Source: an optimization exercise on an open RTL-to-GDS flow (aim: a short achievable clock period and few clock cycles). Production flows keep margins and buffers that such runs may drop.
At most, simulation tests tie the RTL to the original design; equivalence was not proved.
Power figures rest on the tool's default switching activity, not on a simulated workload.

==> v3: inputs <==
## axi_qspi_controller
module axi_qspi_controller
(
  input  logic       s_axi_aclk,
  input  logic       s_axi_aresetn,
  input  logic       s_axi_awvalid_i,
  input  axi_lite_pkg::addr_t      s_axi_awaddr_i,
  output logic       s_axi_awready_o,
  input  logic       s_axi_wvalid_i,
  input  axi_lite_pkg::data_t      s_axi_wdata_i,
  input  axi_lite_pkg::strb_t      s_axi_wstrb_i,
  output logic       s_axi_wready_o,
  output logic       s_axi_bvalid_o,
  output axi_lite_pkg::resp_t      s_axi_bresp_o,
  input  logic       s_axi_bready_i,
  input  logic       s_axi_arvalid_i,
  input  axi_lite_pkg::addr_t      s_axi_araddr_i,
  output logic       s_axi_arready_o,
  output logic       s_axi_rvalid_o,
  output axi_lite_pkg::data_t      s_axi_rdata_o,
  output axi_lite_pkg::resp_t      s_axi_rresp_o,
  input  logic       s_axi_rready_i,
  output logic       spi_clk_o,
  output logic [1:0] spi_csn_o,
  output logic       spi_sdo_o,
  input  logic       spi_sdi_i
);
clock: 5.0 ns
lec_check: 0
cap_margin: 20
core_margin: 2
core_utilization: 40
cts_cluster_diameter: 60
cts_cluster_size: 24
setup_slack_margin: 2.9
slew_margin: 20
run.sh (not shown) runs the stock make flow with config.mk's settings and CLKGATE_MAP_FILE= SYNTH_SCRIPT=/design/flow/synth_recipe.tcl, a recipe that flattens the netlist after the stock synthesis.
==> v12 (differences from v3) <==
--- a/flow/design.v
+++ b/flow/design.v
@@ -100,14 +100,14 @@
   logic        hs_q;           
   logic        pend_new;       
   logic        rv_go;          
   logic        rv_int;         
   logic [31:0] rd_h;           
-  logic        ar_n;           
+  logic        rv_go2;         
+  logic        rd_out_nx;
   logic [1:0]  cs_sel;         
-  assign s_axi_arready_o = ~ar_n;
-  assign spi_csn_o       = ~cs_sel;
+  assign spi_csn_o = ~cs_sel;
   logic        wr_busy;        
   logic        wr_seen;
   logic        wr_go;
   logic        wr_app;         
   logic [11:0] wq_sel;
@@ -183,10 +183,11 @@
   assign lead_clk  = step & ~close_st & ~d_far;
   assign trail     = fr_open & ph & allow & (~xhold | close_st);
   assign word      = {rx[30:0], spi_sdi_i};
   assign deliver   = ph & allow & xd_last & (want | hs_q);
   assign rx_en     = ph & allow & ((seg == SEG_XD && !last) || (seg == SEG_DAT && !wcmd));
+  assign rd_out_nx = (s_axi_arvalid_i & ~rd_out) | (rd_out & ~(rv_int & s_axi_rready_i));
   assign wr_go = s_axi_awvalid_i & s_axi_wvalid_i & ~wr_busy & ~fr_open & ~cmd_pend & ~pend_new;
   always_ff @(posedge s_axi_aclk) begin
     if (!rd_out) begin
       ar_q <= s_axi_araddr_i[23:0];
       g0_q <= grp_eq(s_axi_araddr_i, cs_m0, cs_a0);
@@ -227,17 +228,18 @@
       end
     end
     if (rv_go || deliver) begin
       rd_h <= rv_go ? d_val : bswap(word);
     end
-    if (rv_go) begin
-      s_axi_rdata_o <= d_val;
-    end else if (deliver) begin
-      s_axi_rdata_o <= bswap(word);
-    end else begin
-      s_axi_rdata_o <= rd_h;
-    end
+    s_axi_rdata_o <= deliver ? bswap(word) : rd_h;
+    s_axi_rresp_o <= (~win_q & ~ok_q) ? axi_lite_pkg::RESP_SLVERR : axi_lite_pkg::RESP_OKAY;
+    s_axi_bresp_o <= wq_ok ? axi_lite_pkg::RESP_OKAY : axi_lite_pkg::RESP_SLVERR;
+    s_axi_awready_o <= wr_go;
+    s_axi_wready_o  <= wr_go;
+    s_axi_arready_o <= ~rd_out_nx;
+    spi_clk_o <= fr_open ? (spi_clk_o ^ (lead_clk | trail)) : cpol;
+    spi_sdo_o <= fr_open & (step ? tx[31] : spi_sdo_o);
   end
   always_ff @(posedge s_axi_aclk or negedge s_axi_aresetn) begin
     if (!s_axi_aresetn) begin
       clkdiv   <= 8'd4;
       cpol     <= 1'b0;
@@ -263,35 +265,27 @@
       ph       <= 1'b0;
       wcnt     <= '0;
       allow    <= 1'b0;
       rx       <= '0;
       want     <= 1'b0;
-      spi_clk_o <= 1'b0;
       cs_sel    <= 2'b00;
-      spi_sdo_o <= 1'b0;
       rd_out   <= 1'b0;
       win_q    <= 1'b0;
       ok_q     <= 1'b0;
       dec      <= 1'b0;
       hs_q     <= 1'b0;
       pend_new <= 1'b0;
       rv_go    <= 1'b0;
-      ar_n     <= 1'b0;
+      rv_go2   <= 1'b0;
       s_axi_rvalid_o  <= 1'b0;
       rv_int   <= 1'b0;
-      s_axi_rresp_o   <= axi_lite_pkg::RESP_OKAY;
       wr_busy  <= 1'b0;
       wr_seen  <= 1'b0;
       wr_app   <= 1'b0;
-      s_axi_awready_o <= 1'b0;
-      s_axi_wready_o  <= 1'b0;
       s_axi_bvalid_o  <= 1'b0;
-      s_axi_bresp_o   <= axi_lite_pkg::RESP_OKAY;
     end else begin
       wr_seen <= s_axi_awvalid_i | s_axi_wvalid_i;
-      s_axi_awready_o <= wr_go;
-      s_axi_wready_o  <= wr_go;
       wr_app <= s_axi_awready_o;
       if (wr_go) begin
         wr_busy <= 1'b1;
       end else if (s_axi_bvalid_o && s_axi_bready_i) begin
         wr_busy <= 1'b0;
@@ -299,11 +293,10 @@
       if (s_axi_bvalid_o && s_axi_bready_i) begin
         s_axi_bvalid_o <= 1'b0;
       end
       if (wr_app) begin
         s_axi_bvalid_o <= 1'b1;
-        s_axi_bresp_o  <= wq_ok ? axi_lite_pkg::RESP_OKAY : axi_lite_pkg::RESP_SLVERR;
         if (wq_ok) begin
           if (wq_sel[0]) begin
             clkdiv <= mb(clkdiv, wq_d[7:0], wq_s[0]);
             if (wq_s[1]) cpol <= wq_d[8];
           end
@@ -328,46 +321,31 @@
           if (wq_sel[11]) cs_m1 <= mw(cs_m1, wq_d, wq_s);
         end
       end
       dec   <= s_axi_arvalid_i & ~rd_out;
       hs_q  <= d_hit;
-      rv_go <= dec & ~win_q;
+      rv_go  <= dec & ~win_q;
+      rv_go2 <= rv_go;
       if (!rd_out) begin
         win_q <= (s_axi_araddr_i[31:12] != 20'h0);
         ok_q  <= mapped(s_axi_araddr_i);
       end
-      if (s_axi_arvalid_i && !rd_out) begin
-        rd_out <= 1'b1;
-      end else if (rv_int && s_axi_rready_i) begin
-        rd_out <= 1'b0;
-      end
-      if (s_axi_arvalid_i && !ar_n) begin
-        ar_n <= 1'b1;
-      end else if (rv_int && s_axi_rready_i) begin
-        ar_n <= 1'b0;
-      end
+      rd_out <= rd_out_nx;
       if (s_axi_rvalid_o && s_axi_rready_i) begin
         s_axi_rvalid_o <= 1'b0;
       end
       if (rv_int && s_axi_rready_i) begin
         rv_int <= 1'b0;
       end
-      if (rv_go || deliver) begin
+      if (rv_go2 || deliver) begin
         s_axi_rvalid_o <= 1'b1;
         rv_int         <= 1'b1;
       end
-      if (rv_go) begin
-        s_axi_rresp_o  <= ok_q ? axi_lite_pkg::RESP_OKAY : axi_lite_pkg::RESP_SLVERR;
-      end
-      if (deliver) begin
-        s_axi_rresp_o  <= axi_lite_pkg::RESP_OKAY;
-      end
       if (d_miss) begin
         pend_new <= 1'b1;
       end
       if (!fr_open) begin
-        spi_clk_o <= cpol;
         ph        <= 1'b0;
         wcnt      <= clkdiv;
         allow     <= (clkdiv == 8'd0);
         if (cmd_pend) begin
           cmd_pend  <= 1'b0;
@@ -394,15 +372,11 @@
           fr_open   <= 1'b0;
           fr_xip    <= 1'b0;
           cs_sel    <= 2'b00;
           want      <= 1'b0;
         end
-        if (step) begin
-          spi_sdo_o <= tx[31];
-        end
         if (lead_clk || trail) begin
-          spi_clk_o <= ~spi_clk_o;
           ph        <= ~ph;
         end
         if (step || trail) begin
           wcnt  <= clkdiv;
           allow <= (clkdiv == 8'd0);
==> flow/flow/run.sh (new file) <==
#!/bin/bash
# The standard layout, with plain buffers (not delay cells) on the ports.
set -euo pipefail
export BUFFER_PORTS_ARGS="-buffer_cell sky130_fd_sc_hd__buf_2"
bash standard.sh > standard_flow.log 2>&1
==> flow/standard.sh (new file) <==
#!/bin/bash
# synth_recipe.tcl (not shown) runs the flow's synth.tcl, then flattens the netlist and writes it again
# the make line also repeats each setting of config.mk as NAME=value (left out here)
make -C /OpenROAD-flow-scripts/flow DESIGN_CONFIG=/design/flow/config.mk WORK_HOME=/design/flow/orfs CLKGATE_MAP_FILE= SYNTH_SCRIPT=/design/flow/synth_recipe.tcl "${@:-finish}"
removed: flow/run.sh
==> v35 (differences from v3) <==
--- a/flow/design.v
+++ b/flow/design.v
@@ -87,22 +87,20 @@
   logic [31:0] rx;
   logic [23:0] sh_a;           
   logic        want;           
   logic        rd_out;         
   logic [23:0] ar_q;
-  logic [15:0] g0_q;           
-  logic [15:0] g1_q;           
-  logic [11:0] ge_q;           
-  logic [11:0] off_hi;         
+  logic [7:0]  g0_q;           
+  logic [7:0]  g1_q;           
+  logic [5:0]  ge_q;           
   logic        win_q;          
   logic        ok_q;           
   logic        dec;            
   logic        cs_q;           
   logic        hs_q;           
   logic        pend_new;       
   logic        rv_go;          
-  logic        rv_int;         
   logic [31:0] rd_h;           
   logic        ar_n;           
   logic [1:0]  cs_sel;         
   assign s_axi_arready_o = ~ar_n;
   assign spi_csn_o       = ~cs_sel;
@@ -127,31 +125,29 @@
           mb(o[15:8], d[15:8], s[1]), mb(o[7:0], d[7:0], s[0])};
   endfunction
   function automatic logic mapped(input logic [31:0] a);
     mapped = (a[31:12] == 20'h0) && (a[1:0] == 2'b00) && (a[11:2] <= 10'd11);
   endfunction
-  function automatic logic [15:0] grp_eq(input logic [31:0] a, input logic [31:0] m,
-                                         input logic [31:0] v);
+  function automatic logic [7:0] grp_eq(input logic [31:0] a, input logic [31:0] m,
+                                        input logic [31:0] v);
     logic [31:0] x;
     x = (a & m) ^ v;
-    for (int i = 0; i < 16; i++) begin
-      grp_eq[i] = (x[2*i +: 2] == 2'h0);
+    for (int i = 0; i < 8; i++) begin
+      grp_eq[i] = (x[4*i +: 4] == 4'h0);
     end
   endfunction
-  logic [15:0] ge_w;
+  logic [7:0]  ge_w;
   assign ge_w = grp_eq({8'h0, s_axi_araddr_i[23:0]}, 32'h00FF_FFFF, {8'h0, sh_a});
   logic        d_cs;
   logic        d_on;
   logic        d_hit;
   logic        d_miss;
-  logic        d_far;
   logic [31:0] d_val;
   assign d_cs   = (&g0_q) ? 1'b0 : (&g1_q) ? 1'b1 : cs_def;
   assign d_on   = fr_open & fr_xip & (st_cs == d_cs) & (&ge_q);
   assign d_hit  = dec & win_q & d_on;
   assign d_miss = dec & win_q & ~d_on;
-  assign d_far  = dec & win_q & fr_xip & ~(&ge_q);
   logic [11:0] rsel_q;
   always_comb begin
     d_val = ({32{rsel_q[0]}}  & {23'h0, cpol, clkdiv}) |
             ({32{rsel_q[1]}}  & {24'h0, cmd}) |
             ({32{rsel_q[2]}}  & {8'h0, addr}) |
@@ -174,30 +170,29 @@
   logic trail;
   logic deliver;
   logic rx_en;
   logic [31:0] word;
   assign close_st  = fr_xip ? (pend_new | wr_seen) : (seg == SEG_END);
-  assign close_now = fr_open & ~ph & (close_st | d_far);
+  assign close_now = fr_open & ~ph & (close_st | (d_miss & fr_xip));
   assign xd_last   = (seg == SEG_XD) & last;
   assign xhold     = xd_last & ~want & ~hs_q;
   assign step      = fr_open & ~ph & allow;
-  assign lead_clk  = step & ~close_st & ~d_far;
+  assign lead_clk  = step & ~close_st & ~(d_miss & fr_xip);
   assign trail     = fr_open & ph & allow & (~xhold | close_st);
   assign word      = {rx[30:0], spi_sdi_i};
   assign deliver   = ph & allow & xd_last & (want | hs_q);
   assign rx_en     = ph & allow & ((seg == SEG_XD && !last) || (seg == SEG_DAT && !wcmd));
   assign wr_go = s_axi_awvalid_i & s_axi_wvalid_i & ~wr_busy & ~fr_open & ~cmd_pend & ~pend_new;
   always_ff @(posedge s_axi_aclk) begin
     if (!rd_out) begin
       ar_q <= s_axi_araddr_i[23:0];
       g0_q <= grp_eq(s_axi_araddr_i, cs_m0, cs_a0);
       g1_q <= grp_eq(s_axi_araddr_i, cs_m1, cs_a1);
-      ge_q <= ge_w[11:0];
+      ge_q <= ge_w[5:0];
     end
     if (dec) begin
-      cs_q   <= d_cs;
-      off_hi <= ar_q[23:12] - 12'h001;
+      cs_q <= d_cs;
       for (int i = 0; i < 12; i++) begin
         rsel_q[i] <= ok_q && (ar_q[5:2] == 4'(i));
       end
     end
     if (!wr_busy) begin
@@ -210,16 +205,17 @@
     end
     if (!fr_open) begin
       if (cmd_pend) begin
         tx <= {cmd, addr};
       end else begin
-        tx   <= {8'h03, off_hi, ar_q[11:0]};
+        tx   <= {8'h03, ar_q[23:12] - 12'h001, ar_q[11:0]};
         sh_a <= ar_q;
       end
     end else begin
       if (step) begin
-        tx <= {tx[30:0], 1'b0};
+        spi_sdo_o <= tx[31];
+        tx        <= {tx[30:0], 1'b0};
       end
       if (ph && allow && last && seg[2:1] == 2'b00) begin
         tx <= txdata;
       end
       if (deliver) begin
@@ -265,21 +261,19 @@
       allow    <= 1'b0;
       rx       <= '0;
       want     <= 1'b0;
       spi_clk_o <= 1'b0;
       cs_sel    <= 2'b00;
-      spi_sdo_o <= 1'b0;
       rd_out   <= 1'b0;
       win_q    <= 1'b0;
       ok_q     <= 1'b0;
       dec      <= 1'b0;
       hs_q     <= 1'b0;
       pend_new <= 1'b0;
       rv_go    <= 1'b0;
       ar_n     <= 1'b0;
       s_axi_rvalid_o  <= 1'b0;
-      rv_int   <= 1'b0;
       s_axi_rresp_o   <= axi_lite_pkg::RESP_OKAY;
       wr_busy  <= 1'b0;
       wr_seen  <= 1'b0;
       wr_app   <= 1'b0;
       s_axi_awready_o <= 1'b0;
@@ -335,32 +329,27 @@
         win_q <= (s_axi_araddr_i[31:12] != 20'h0);
         ok_q  <= mapped(s_axi_araddr_i);
       end
       if (s_axi_arvalid_i && !rd_out) begin
         rd_out <= 1'b1;
-      end else if (rv_int && s_axi_rready_i) begin
+      end else if (s_axi_rvalid_o && s_axi_rready_i) begin
         rd_out <= 1'b0;
       end
       if (s_axi_arvalid_i && !ar_n) begin
         ar_n <= 1'b1;
-      end else if (rv_int && s_axi_rready_i) begin
+      end else if (s_axi_rvalid_o && s_axi_rready_i) begin
         ar_n <= 1'b0;
       end
       if (s_axi_rvalid_o && s_axi_rready_i) begin
         s_axi_rvalid_o <= 1'b0;
       end
-      if (rv_int && s_axi_rready_i) begin
-        rv_int <= 1'b0;
-      end
-      if (rv_go || deliver) begin
-        s_axi_rvalid_o <= 1'b1;
-        rv_int         <= 1'b1;
-      end
       if (rv_go) begin
+        s_axi_rvalid_o <= 1'b1;
         s_axi_rresp_o  <= ok_q ? axi_lite_pkg::RESP_OKAY : axi_lite_pkg::RESP_SLVERR;
       end
       if (deliver) begin
+        s_axi_rvalid_o <= 1'b1;
         s_axi_rresp_o  <= axi_lite_pkg::RESP_OKAY;
       end
       if (d_miss) begin
         pend_new <= 1'b1;
       end
@@ -394,13 +383,10 @@
           fr_open   <= 1'b0;
           fr_xip    <= 1'b0;
           cs_sel    <= 2'b00;
           want      <= 1'b0;
         end
-        if (step) begin
-          spi_sdo_o <= tx[31];
-        end
         if (lead_clk || trail) begin
           spi_clk_o <= ~spi_clk_o;
           ph        <= ~ph;
         end
         if (step || trail) begin
--- a/flow/config.mk
+++ b/flow/config.mk
@@ -6,9 +6,7 @@
 export NUM_CORES = 4
 export LEC_CHECK = 0
 export CAP_MARGIN = 20
 export CORE_MARGIN = 2
 export CORE_UTILIZATION = 40
-export CTS_CLUSTER_DIAMETER = 60
-export CTS_CLUSTER_SIZE = 24
 export SETUP_SLACK_MARGIN = 2.9
 export SLEW_MARGIN = 20
==> flow_summary_export.csv <==
group,metric,value,unit
status,status,"no timing/DRC/antenna violations",
floorplanning,core,58800,um2
finish,utilization,0.4843,
power,seqPwrFrac,0.477,
finish,fin_area,28480,um2
clocking,path_clk_slew,60,ps
clocking,clock-sinks,518,
(the above is from v35)
==> flow_summary_export.csv <==
group,metric,value,unit
clocking,path_clk_slew,90,ps
floorplanning,core,60470,um2
finish,utilization,0.4643,
status,status,"no timing/DRC/antenna violations",
clocking,clock-sinks,554,
power,seqPwrFrac,0.509,
(the above is from v12)
==> flow_summary_export.csv <==
group,metric,value,unit
status,status,"no timing/DRC/antenna violations",
finish,fin_area,29030,um2
finish,utilization,0.4722,
clocking,clock-sinks,553,
floorplanning,core,61480,um2
(the above is from v3)
Testbench counts of v12, summed over its fixed seeds: cycles 141,600.
Only the layout flow was run in v3 and v35; the RTL was not checked for function there.

==> what the ideal ports hide <==
How much do the figures lean on ideal ports? The routed layouts below were timed once more, with nothing changed but the port constraints.
Step 1: set_driving_cell puts a clkbuf_16 on s_axi_aclk and a buf_2 on each other input, an assumption about the parent block.
Step 2, shift: input delay + t, output delay - t, t = (earliest + latest rising clock arrival at the registers) / 2. This alone moves slack from input paths to output paths.
Three values: no drivers, after step 1, after step 2; two values: the first two.
| run | t (ns) | setup WS [ns] | worst setup path after step 2 | latest minus earliest clock arrival (ns) |
|---|---|---|---|---|
| v3 | 0.664 | 2.782 / 2.718 / 2.316 | input to register | 0.032 / 0.032 |
| v12 | 0.651 | 2.862 / 2.801 / 2.334 | input to register | 0.040 / 0.041 |
| v35 | 0.673 | 2.761 / 2.703 / 2.222 | input to register | 0.025 / 0.025 |
After both steps every run listed still meets setup and hold. For v35, which loses most, drivers alone change the setup slack by -0.058 ns; drivers and shift together by -0.539 ns.
